Source: an optimization exercise on an open RTL-to-GDS flow (aim: small area, a short achievable clock period and few clock cycles per item). Production flows keep margins and buffers that such runs may drop.
Function was checked by simulation only, so behaviour that the tests miss may differ from the original.
Power is estimated from default activity; no workload was simulated.

==> design/flow/design.v <==
`default_nettype none
package bdq_pkg;
   localparam int DEPTH = 16;
   localparam int IDX_W = $clog2(DEPTH);
   localparam int CNT_W = $clog2(DEPTH + 1);
   localparam int WORD_W = 32;
   localparam int MIN_K = 2;
   typedef logic signed [WORD_W-1:0] word_type;
   typedef enum logic [2:0] {
      OP_PUSH_TAIL = 3'd0,
      OP_PUSH_HEAD = 3'd1,
      OP_INSERT_AT = 3'd2,
      OP_POP_TAIL  = 3'd3,
      OP_POP_HEAD  = 3'd4,
      OP_DELETE_AT = 3'd5,
      OP_FIND_MIN  = 3'd6
   } op_type;
   typedef enum logic [1:0] {
      ST_OK    = 2'd0,
      ST_FULL  = 2'd1,
      ST_EMPTY = 2'd2,
      ST_POS   = 2'd3
   } status_type;
   typedef struct packed {
      op_type           operation;
      word_type         data_value;
      logic [CNT_W-1:0] position;
   } req_type;
   typedef struct packed {
      word_type         result_value;
      logic [IDX_W-1:0] result_position;
      logic [CNT_W-1:0] entry_count;
      logic             is_empty;
      status_type       status;
   } rsp_type;
   typedef struct packed {
      logic             do_ins;      
      logic             do_del;      
      logic             do_min;      
      logic             scan_start;  
      logic             scan_read;   
      logic             scan_cmp;    
      logic             scan_done;   
      logic             strobe;      
      logic [IDX_W-1:0] ins_pos;     
      logic [IDX_W-1:0] del_pos;     
      logic [IDX_W-1:0] rd_pos;      
      logic [IDX_W-1:0] cmp_pos;     
      logic [CNT_W-1:0] count_in;    
      status_type       status;
   } ctl_cmd_type;
endpackage
`default_nettype wire
`default_nettype none
import bdq_pkg::*;
module bdq_ctrl
(
   input  wire logic          clock,
   input  wire logic          reset,
   input  wire logic          start,
   input  wire logic [39:0]   req_in,
   input  wire logic          min_hit,
   output bdq_pkg::ctl_cmd_type cmd,
   output bdq_pkg::word_type  req_value,
   output logic [IDX_W-1:0]   gm1,
   output logic               busy
);
   bdq_pkg::req_type req_ff;
   logic             pend_ff;
   logic [IDX_W-1:0] gm1_ff;
   logic [CNT_W-1:0] count_ff;
   logic             scan_ff;
   logic [CNT_W-1:0] rd_pos_ff;
   logic             cmp_ff;
   logic             accept;
   logic             fire;
   logic             is_full;
   logic             is_none;
   logic             ins_ok;
   logic             del_ok;
   logic             min_ok;
   logic [CNT_W-1:0] ins_pos;
   logic [CNT_W-1:0] del_pos;
   bdq_pkg::status_type op_status;
   logic [CNT_W-1:0] count_in;
   logic             rd_more;
   assign busy   = pend_ff && scan_ff;
   assign accept = start && !busy;
   assign fire   = pend_ff && !scan_ff;
   always_comb begin
      is_full   = count_ff[CNT_W-1];
      is_none   = (count_ff == '0);
      ins_ok    = 1'b0;
      del_ok    = 1'b0;
      min_ok    = 1'b0;
      ins_pos   = req_ff.position;
      del_pos   = req_ff.position;
      op_status = ST_OK;
      case (req_ff.operation)
         OP_PUSH_TAIL, OP_PUSH_HEAD, OP_INSERT_AT: begin
            if (req_ff.operation == OP_PUSH_TAIL) begin
               ins_pos = count_ff;
            end else if (req_ff.operation == OP_PUSH_HEAD) begin
               ins_pos = '0;
            end
            if (is_full) begin
               op_status = ST_FULL;
            end else if (req_ff.operation == OP_INSERT_AT &&
                         req_ff.position > count_ff) begin
               op_status = ST_POS;
            end else begin
               ins_ok = 1'b1;
            end
         end
         OP_POP_TAIL, OP_POP_HEAD, OP_DELETE_AT: begin
            if (req_ff.operation == OP_POP_TAIL) begin
               del_pos = count_ff - CNT_W'(1);
            end else if (req_ff.operation == OP_POP_HEAD) begin
               del_pos = '0;
            end
            if (is_none) begin
               op_status = ST_EMPTY;
            end else if (req_ff.operation == OP_DELETE_AT &&
                         req_ff.position >= count_ff) begin
               op_status = ST_POS;
            end else begin
               del_ok = 1'b1;
            end
         end
         OP_FIND_MIN: begin
            if (is_none) begin
               op_status = ST_EMPTY;
            end else begin
               min_ok = 1'b1;
            end
         end
         default: begin
            op_status = ST_OK;
         end
      endcase
   end
   always_comb begin
      count_in = count_ff;
      if (ins_ok) begin
         count_in = count_ff + CNT_W'(1);
      end else if (del_ok) begin
         count_in = count_ff - CNT_W'(1);
      end
   end
   assign rd_more = (rd_pos_ff != count_ff);
   assign cmd.do_ins     = fire && ins_ok;
   assign cmd.do_del     = fire && del_ok;
   assign cmd.do_min     = fire && min_ok;
   assign cmd.scan_start = fire && min_ok && !min_hit;
   assign cmd.scan_read  = scan_ff && rd_more;
   assign cmd.scan_cmp   = scan_ff && cmp_ff;
   assign cmd.scan_done  = scan_ff && !cmp_ff && !rd_more;
   assign cmd.strobe     = (fire && !(min_ok && !min_hit)) || cmd.scan_done;
   assign cmd.ins_pos    = ins_pos[IDX_W-1:0];
   assign cmd.del_pos    = del_pos[IDX_W-1:0];
   assign cmd.rd_pos     = rd_pos_ff[IDX_W-1:0];
   assign cmd.cmp_pos    = rd_pos_ff[IDX_W-1:0] - IDX_W'(1);
   assign cmd.count_in   = fire ? count_in : count_ff;
   assign cmd.status     = fire ? op_status : ST_OK;
   always_ff @(posedge clock) begin
      if (accept) begin
         req_ff <= bdq_pkg::req_type'(req_in);
      end
   end
   always_ff @(posedge clock) begin
      if (reset) begin
         pend_ff   <= 1'b0;
         count_ff  <= '0;
         gm1_ff    <= '1;
         scan_ff   <= 1'b0;
         rd_pos_ff <= '0;
         cmp_ff    <= 1'b0;
      end else begin
         pend_ff <= accept || (pend_ff && !fire);
         if (fire) begin
            count_ff <= count_in;
            if (ins_ok) begin
               gm1_ff <= gm1_ff - IDX_W'(1);
            end
         end
         if (cmd.scan_start) begin
            scan_ff   <= 1'b1;
            rd_pos_ff <= '0;
            cmp_ff    <= 1'b0;
         end else if (scan_ff) begin
            cmp_ff <= rd_more;
            if (rd_more) begin
               rd_pos_ff <= rd_pos_ff + CNT_W'(1);
            end
            if (cmd.scan_done) begin
               scan_ff <= 1'b0;
            end
         end
      end
   end
   assign req_value = req_ff.data_value;
   assign gm1       = gm1_ff;
endmodule
`default_nettype wire
`default_nettype none
import bdq_pkg::*;
module bdq_datapath
(
   input  wire logic        clock,
   input  wire logic        reset,
   input  wire bdq_pkg::word_type req_value,
   input  wire bdq_pkg::ctl_cmd_type cmd,
   input  wire logic [IDX_W-1:0] gm1,
   output logic             min_hit,
   output logic             rsp_strobe,
   output bdq_pkg::rsp_type rsp_data
);
   bdq_pkg::word_type cells_ff [DEPTH];
   bdq_pkg::rsp_type  rsp_ff;
   logic              strobe_ff;
   for (genvar g = 0; g < DEPTH; g++) begin : g_cell
      localparam int NEXT = (g + 1) % DEPTH;
      logic [IDX_W-1:0] j;
      logic             take_next;
      logic             take_new;
      assign j = IDX_W'(g) - gm1;
      assign take_next = (cmd.do_ins && (j < cmd.ins_pos)) ||
                         (cmd.do_del && ((j == '0) || (j > cmd.del_pos)));
      assign take_new  = cmd.do_ins && (j == cmd.ins_pos);
      always_ff @(posedge clock) begin
         cells_ff[g] <= ({WORD_W{take_next}} & cells_ff[NEXT]) |
                        ({WORD_W{take_new}} & req_value) |
                        ({WORD_W{!take_next && !take_new}} & cells_ff[g]);
      end
   end
   logic [IDX_W-1:0] rd_addr;
   logic [IDX_W-1:0] rd_slot;
   bdq_pkg::word_type rd_word;
   assign rd_addr = cmd.scan_read ? cmd.rd_pos : cmd.del_pos;
   assign rd_slot = gm1 + IDX_W'(1) + rd_addr;
   always_comb begin
      rd_word = '0;
      for (int s = 0; s < DEPTH; s++) begin
         rd_word = rd_word | ({WORD_W{rd_slot == IDX_W'(s)}} & cells_ff[s]);
      end
   end
   logic [MIN_K-1:0]  lv_ff;
   bdq_pkg::word_type lval_ff [MIN_K];
   logic [IDX_W-1:0]  lpos_ff [MIN_K];
   logic              lall_ff;
   bdq_pkg::word_type x;
   logic [IDX_W-1:0]  xpos;
   logic              offer;
   logic [MIN_K-1:0]  ahead;
   logic [MIN_K-1:0]  hit;
   logic [MIN_K-1:0]  gone;      
   logic              take;
   logic [IDX_W-1:0]  pos_adj [MIN_K];
   assign x     = cmd.scan_cmp ? rsp_ff.result_value : req_value;
   assign xpos  = cmd.scan_cmp ? cmd.cmp_pos : cmd.ins_pos;
   assign offer = cmd.do_ins || cmd.scan_cmp;
   for (genvar i = 0; i < MIN_K; i++) begin : g_cmp
      assign ahead[i] = lv_ff[i] && ((lval_ff[i] < x) ||
                                     ((lval_ff[i] == x) && (lpos_ff[i] < xpos)));
      assign hit[i]   = lv_ff[i] && (lpos_ff[i] == cmd.del_pos);
      if (i == 0) begin : g_gone0
         assign gone[i] = hit[i];
      end else begin : g_gonen
         assign gone[i] = hit[i] || gone[i-1];
      end
      always_comb begin
         pos_adj[i] = lpos_ff[i];
         if (cmd.do_ins && (lpos_ff[i] >= cmd.ins_pos)) begin
            pos_adj[i] = lpos_ff[i] + IDX_W'(1);
         end else if (cmd.do_del && (lpos_ff[i] > cmd.del_pos)) begin
            pos_adj[i] = lpos_ff[i] - IDX_W'(1);
         end
      end
   end
   assign take    = lall_ff || |(lv_ff & ~ahead);
   assign min_hit = lv_ff[0];
   always_ff @(posedge clock) begin
      if (reset || cmd.scan_start) begin
         lv_ff   <= '0;
         lall_ff <= 1'b1;
      end else if (offer) begin
         if (take) begin
            for (int i = 0; i < MIN_K; i++) begin
               if (!ahead[i]) begin
                  lv_ff[i] <= (i == 0) ? 1'b1 : (ahead[i-1] || lv_ff[i-1]);
               end
            end
         end
         lall_ff <= lall_ff && !lv_ff[MIN_K-1];
      end else if (cmd.do_del) begin
         for (int i = 0; i < MIN_K; i++) begin
            if (gone[i]) begin
               lv_ff[i] <= (i == MIN_K - 1) ? 1'b0 : lv_ff[i+1];
            end
         end
      end
   end
   always_ff @(posedge clock) begin
      for (int i = 0; i < MIN_K; i++) begin
         lpos_ff[i] <= pos_adj[i];
         if (offer && take && !ahead[i]) begin
            if (i == 0 || ahead[i-1]) begin
               lval_ff[i] <= x;
               lpos_ff[i] <= xpos;
            end else begin
               lval_ff[i] <= lval_ff[i-1];
               lpos_ff[i] <= pos_adj[i-1];
            end
         end else if (cmd.do_del && gone[i] && i < MIN_K - 1) begin
            lval_ff[i] <= lval_ff[(i < MIN_K - 1) ? i + 1 : i];
            lpos_ff[i] <= pos_adj[(i < MIN_K - 1) ? i + 1 : i];
         end
      end
   end
   always_ff @(posedge clock) begin
      if (cmd.strobe || cmd.scan_read) begin
         rsp_ff.result_value    <= '0;
         rsp_ff.result_position <= '0;
         if (cmd.do_del || cmd.scan_read) begin
            rsp_ff.result_value    <= rd_word;
            rsp_ff.result_position <= cmd.del_pos;
         end else if (cmd.do_min || cmd.scan_done) begin
            rsp_ff.result_value    <= lval_ff[0];
            rsp_ff.result_position <= lpos_ff[0];
         end
         rsp_ff.entry_count <= cmd.count_in;
         rsp_ff.is_empty    <= (cmd.count_in == '0);
         rsp_ff.status      <= cmd.status;
      end
   end
   always_ff @(posedge clock) begin
      if (reset) begin
         strobe_ff <= 1'b0;
      end else begin
         strobe_ff <= cmd.strobe;
      end
   end
   assign rsp_strobe = strobe_ff;
   assign rsp_data   = rsp_ff;
endmodule
`default_nettype wire
`default_nettype none
import bdq_pkg::*;
module bounded_deque_with_positional_ops
(
   input  wire logic    clock,
   input  wire logic    reset,
   input  wire logic    start,
   output logic         busy,
   input  wire logic [39:0] req_data,
   output logic         rsp_strobe,
   output logic [43:0] rsp_data
);
   bdq_pkg::ctl_cmd_type cmd;
   bdq_pkg::word_type    req_value;
   bdq_pkg::rsp_type     rsp_word;
   logic [IDX_W-1:0]     gm1;
   logic                 min_hit;
   assign rsp_data = rsp_word;
   bdq_ctrl u_ctrl (
      .clock     (clock),
      .reset     (reset),
      .start     (start),
      .req_in    (req_data),
      .min_hit   (min_hit),
      .cmd       (cmd),
      .req_value (req_value),
      .gm1       (gm1),
      .busy      (busy)
   );
   bdq_datapath u_datapath (
      .clock      (clock),
      .reset      (reset),
      .req_value  (req_value),
      .cmd        (cmd),
      .gm1        (gm1),
      .min_hit    (min_hit),
      .rsp_strobe (rsp_strobe),
      .rsp_data   (rsp_word)
   );
endmodule
`default_nettype wire
==> design/flow/run.sh <==
#!/bin/bash
# synth_recipe.tcl (not shown) runs the flow's synth.tcl, then flattens the netlist and writes it again
# the make line also repeats each setting of config.mk as NAME=value (left out here)
make -C /OpenROAD-flow-scripts/flow DESIGN_CONFIG=/design/flow/config.mk WORK_HOME=/design/flow/orfs CLKGATE_MAP_FILE= SYNTH_SCRIPT=/design/flow/synth_recipe.tcl finish
==> design/flow/config.mk <==
export PLATFORM = sky130hd
export DESIGN_NAME = bounded_deque_with_positional_ops
export DESIGN_NICKNAME = bounded_deque_with_positional_ops
export VERILOG_FILES = /design/flow/design.v
export SDC_FILE = /design/flow/constraint.sdc
export NUM_CORES = 4
export LEC_CHECK = 0
export CAP_MARGIN = 20
export CORE_MARGIN = 2
export CORE_UTILIZATION = 40
export PLACE_DENSITY = 0.6
export SLEW_MARGIN = 20
==> design/flow/constraint.sdc <==
create_clock -name core_clock -period 6.0 [get_ports {clock}]
set_input_delay 1.2000 -clock core_clock [delete_from_list [all_inputs] [get_ports {clock}]]
set_output_delay 1.2000 -clock core_clock [all_outputs]
set_load 0.01 [all_outputs]
==> run summary <==
Worst setup SP type=flop; row count=110; clk_skew=slightly above 0.04 ns; # resized after CTS=0; Switch Pwr=4.79 mW; P_int=~10 mW; CP dominant cell by count=o21ai_0; Post-synth ARST share=0%; status=timing/DRC/antenna clean; Max FO, Critical Path=76; HPWL after detailed placement=91100 um; VDD IR max=about 200 uV; cell area after layout=41100 um^2; CP max-delay cell=nor3_1; EDFF count, synth=~150; Static Leak=18.9 nW; DRC viols=0; Max clock buf depth=3; crit path cell chain=inv_1 > ha_1 > a311oi_1 > nand2_1 > o21ai_0 > fa_4 > buf_12 > nor3_1 > buf_4 > a22oi_1 > o2111ai_1 > o21ai_0 > o21ai_0; worst hold slack=approximately 0.47 ns; global-route wire length before repair=approximately 210000 um; Hold Path Origin=u_datapath.cells_ff[2][21]$_DFF_P_; Post-Route WL=around 150000 um; antenna-violating nets left=0; die area=approximately 93000 um^2; cts hold-fix bufs=0; vias=roughly 32k; mean post-synth cell area=a little under 10 um^2; initial core utilization=between 40% and 50%; pwr dens=between 300 and 400 nW/um^2; H-tree Lvls=3; fin crit share=86.1%; CTS Buf Count=79; #FFs+latches synth=~690; multi-input logic area=around 20000 um^2; gpl congestion=0.941; final setup vio count=0; Worst Path Buf+Inv=3; r2r worst-path depth=13; Top Family by Delay on Critical Path=adder cells; Metal-1 WL=60600 um; clk latency of the worst-skew pair=between 0.6 and 0.7 ns; sequential share of the synthesized area=a little over two fifths; setup TNS=0 ns; CORE AREA=90000 um^2; Initial DRC Count=4320; via density per instance=6.68; metal3 WL=16300 um; DR pass1 iterations=6; RR Startpoint=u_ctrl.count_ff[0]$_SDFF_PP0_; total congestion overflow=0; YS warnings=7; post-placement cell count=4704; vias in the first global route=30.3k; Required @ worst endpoint=around 6.5 ns; CTS clock-pin slew for the worst setup and hold paths=roughly 0.06 ns; CTS tree=built; syn nets=~4k; Layout area overhead=13.4%; Root Buffer=clkbuf_16; # Post-CTS Setup Buffers=0; Net Sw Frac=between 30% and 40%; initial antenna violation count=3; Max Freq=roughly 190 MHz; Critical R2R Capture=u_datapath.rsp_ff[25]$_DFFE_PP_; PnR worst setup slack=0.834 ns; Main synth FF type=dfxtp_1; worst slew pin tran=around 1.3 ns; minimum clock period=slightly above 5 ns; Hold WC Path Type=flop to flop; main area contributors after synthesis=dfxtp_1, edfxtp_1, a22o_1, a21o_1, ha_1; Post-synth top cells=dfxtp_1, a21o_1, a22o_1; Max Used Layer=met5; Reg area=roughly 15000 um^2; average wire per standard cell=between 30 and 40 um; chip width=~310 um; sequential share of power=between 40% and 50%; worst min-delay path endpoint=u_datapath.cells_ff[2][21]$_DFF_P_; share of post-route cells with drive strength above 1=9.45%; # port buffers=88; post-route insts no fill=4850; GRT Overall Usage=30.8%; Rel. slew slack=13.1%; clk sinks=689; post-synth top area cell=dfxtp_1; most common cell in the netlist=dfxtp_1; cell area after synthesis=roughly 36000 um^2; Final Core Density=~46%; clock power share=between 30% and 40%; RSZ-0062 raised after global routing=no; placed cell areas=38500 um^2; largest net degree at the start of global routing=77; Distinct cells, synth=slightly below 80; post-synthesis cell count=3683; CP Class=flop to flop; final hold violation count=0; metal2 WL=63600 um; die height=~310 um; CP Capture Type=flop; fill count=around 8.5k; setup slack, reg-to-reg=~0.83 ns; crit-path max cell delay=about 1.1 ns; Slew Viols, Final=0; Critical Path AT=approximately 5.7 ns; nets=3831; Setup WS pre-CTS=~1 ns; Combinational Power Share=a little over a fifth; Max-cap violations=0; io pins=slightly below 90; hold path cells=1; top-area cell type share of the netlist area=slightly below 30%; Tot Pwr=15.0 mW
metal layers:
metal / vias to the layer above / GRT usage [%]
met5: - / 0.362
met4: 6 / 15.2
met3: 452 / 6.94
met2: 2060 / 46.3
met1: 15984 / 41.7
li1: 13891 / -
flip-flops by register name (all words and copies together) (netlist names):
signal                count
u_datapath.strobe_ff      1
u_ctrl.count_ff           5
u_ctrl.gm1_ff             4
u_datapath.rsp_ff        44
u_ctrl.pend_ff            1
u_ctrl.req_ff            40
u_datapath.lval_ff       64
u_ctrl.cmp_ff             1
u_ctrl.scan_ff            1
u_datapath.lpos_ff        8
u_datapath.lv_ff          2
u_datapath.lall_ff        1
u_ctrl.rd_pos_ff          5
u_datapath.cells_ff     512
layout make-up:
| cell class | instances | area share [%] |
|---|---|---|
| Antenna cell | 1 | 0.00608 |
| Clock buffer | 124 | 5.71 |
| Clock inverter | 21 | 0.666 |
| Inverter | 61 | 0.556 |
| Multi-Input combinational cell | 2577 | 48.0 |
| Sequential cell | 689 | 37.1 |
| Tap cell | 1176 | 3.58 |
| Timing Repair Buffer | 201 | 4.42 |
power groups by stage:
stage / Clock [mW] / Combinational [mW] / Sequential, mW
floorplan: 0 / 2.31 / 6.49
global placement: 0 / 3.03 / 6.92
detailed placement: 0 / 3.08 / 6.90
CTS: 5.00 / 3.09 / 6.82
global route: 5.19 / 3.39 / 6.97
finish: 4.96 / 3.14 / 6.88
kinds of logic after synthesis:
kind of cell	share of synthesized area (%)
AOI/OAI and AO/OA	31.6
and+or+nand+nor	9.98
DFF	42.1
buffers and inverters	4.70
adders and majority gates	6.19
muxes	4.69
xor gates and xnor gates	0.724
worst max path at each step:
stage          slack [ns]                                  to  cells past startpoint                          start
4_1_cts              1.01     u_datapath.rsp_ff[39]$_DFFE_PP_                     15  u_ctrl.count_ff[0]$_SDFF_PP0_
2_1_floorplan        1.22  u_datapath.lval_ff[0][0]$_DFFE_PP_                     14      u_ctrl.scan_ff$_SDFF_PP0_
3_3_place_gp         1.06     u_datapath.rsp_ff[14]$_DFFE_PP_                     15  u_ctrl.count_ff[0]$_SDFF_PP0_
6_report             0.83     u_datapath.rsp_ff[25]$_DFFE_PP_                     13  u_ctrl.count_ff[0]$_SDFF_PP0_
3_5_place_dp         1.02     u_datapath.rsp_ff[39]$_DFFE_PP_                     15  u_ctrl.count_ff[0]$_SDFF_PP0_
5_1_grt              0.72     u_datapath.rsp_ff[25]$_DFFE_PP_                     13    u_ctrl.req_ff[37]$_DFFE_PP_
cells in the final DEF, fill, tap and decap left out, types with 9 or more instances in the layout:
cell type and n:
a221oi_1 20, mux2_2 14, a31oi_1 23, nand2b_1 17, o21ai_0 103, nor2b_1 141, a311oi_1 9, o211ai_1 19
clkbuf_1 27, edfxtp_1 148, clkbuf_8 16, nor2_1 80, a221o_1 132, clkbuf_16 81, o22ai_1 22, clkdlybuf4s50_1 88
a211oi_1 19, buf_4 106, nor2_4 14, a21oi_1 215, nand3_1 48, a21o_1 411, nor3_1 28, ha_1 177
inv_1 60, dfxtp_1 541, a22o_1 398, a32o_1 14, nand2_1 295, mux4_2 31, a311o_1 14, mux2i_1 80
a22oi_1 27, and4_2 13, xnor2_1 18, and3_1 23, nand4_1 18
Testbench counts, summed over its fixed seeds: cycles 8,924, items 8,000.

-- separate check: timing with driven ports --
How much do the figures lean on ideal ports? The routed layout below was timed once more, with nothing changed but the port constraints. Step 1 sets driving cells, clkbuf_16 on the clock port and buf_2 on the other inputs (assumed; they add their load-dependent delay and slew). Step 2 times the ports against the registers' clock, not the clock port: input delays grow and output delays shrink by t, the midpoint of the rising clock arrivals with the driver on. a / b / c = ideal / step 1 / step 2; a / b = the first two.
t, ns: 0.720
setup WS [ns]: 0.834 / 0.834 / 0.834
slew at the worst register clock pin (ns): 0.07 / 0.07
After both steps this run still meets setup and hold. The setup slack of this run moves by 0.000 ns with the drivers and by 0.000 ns with both steps.
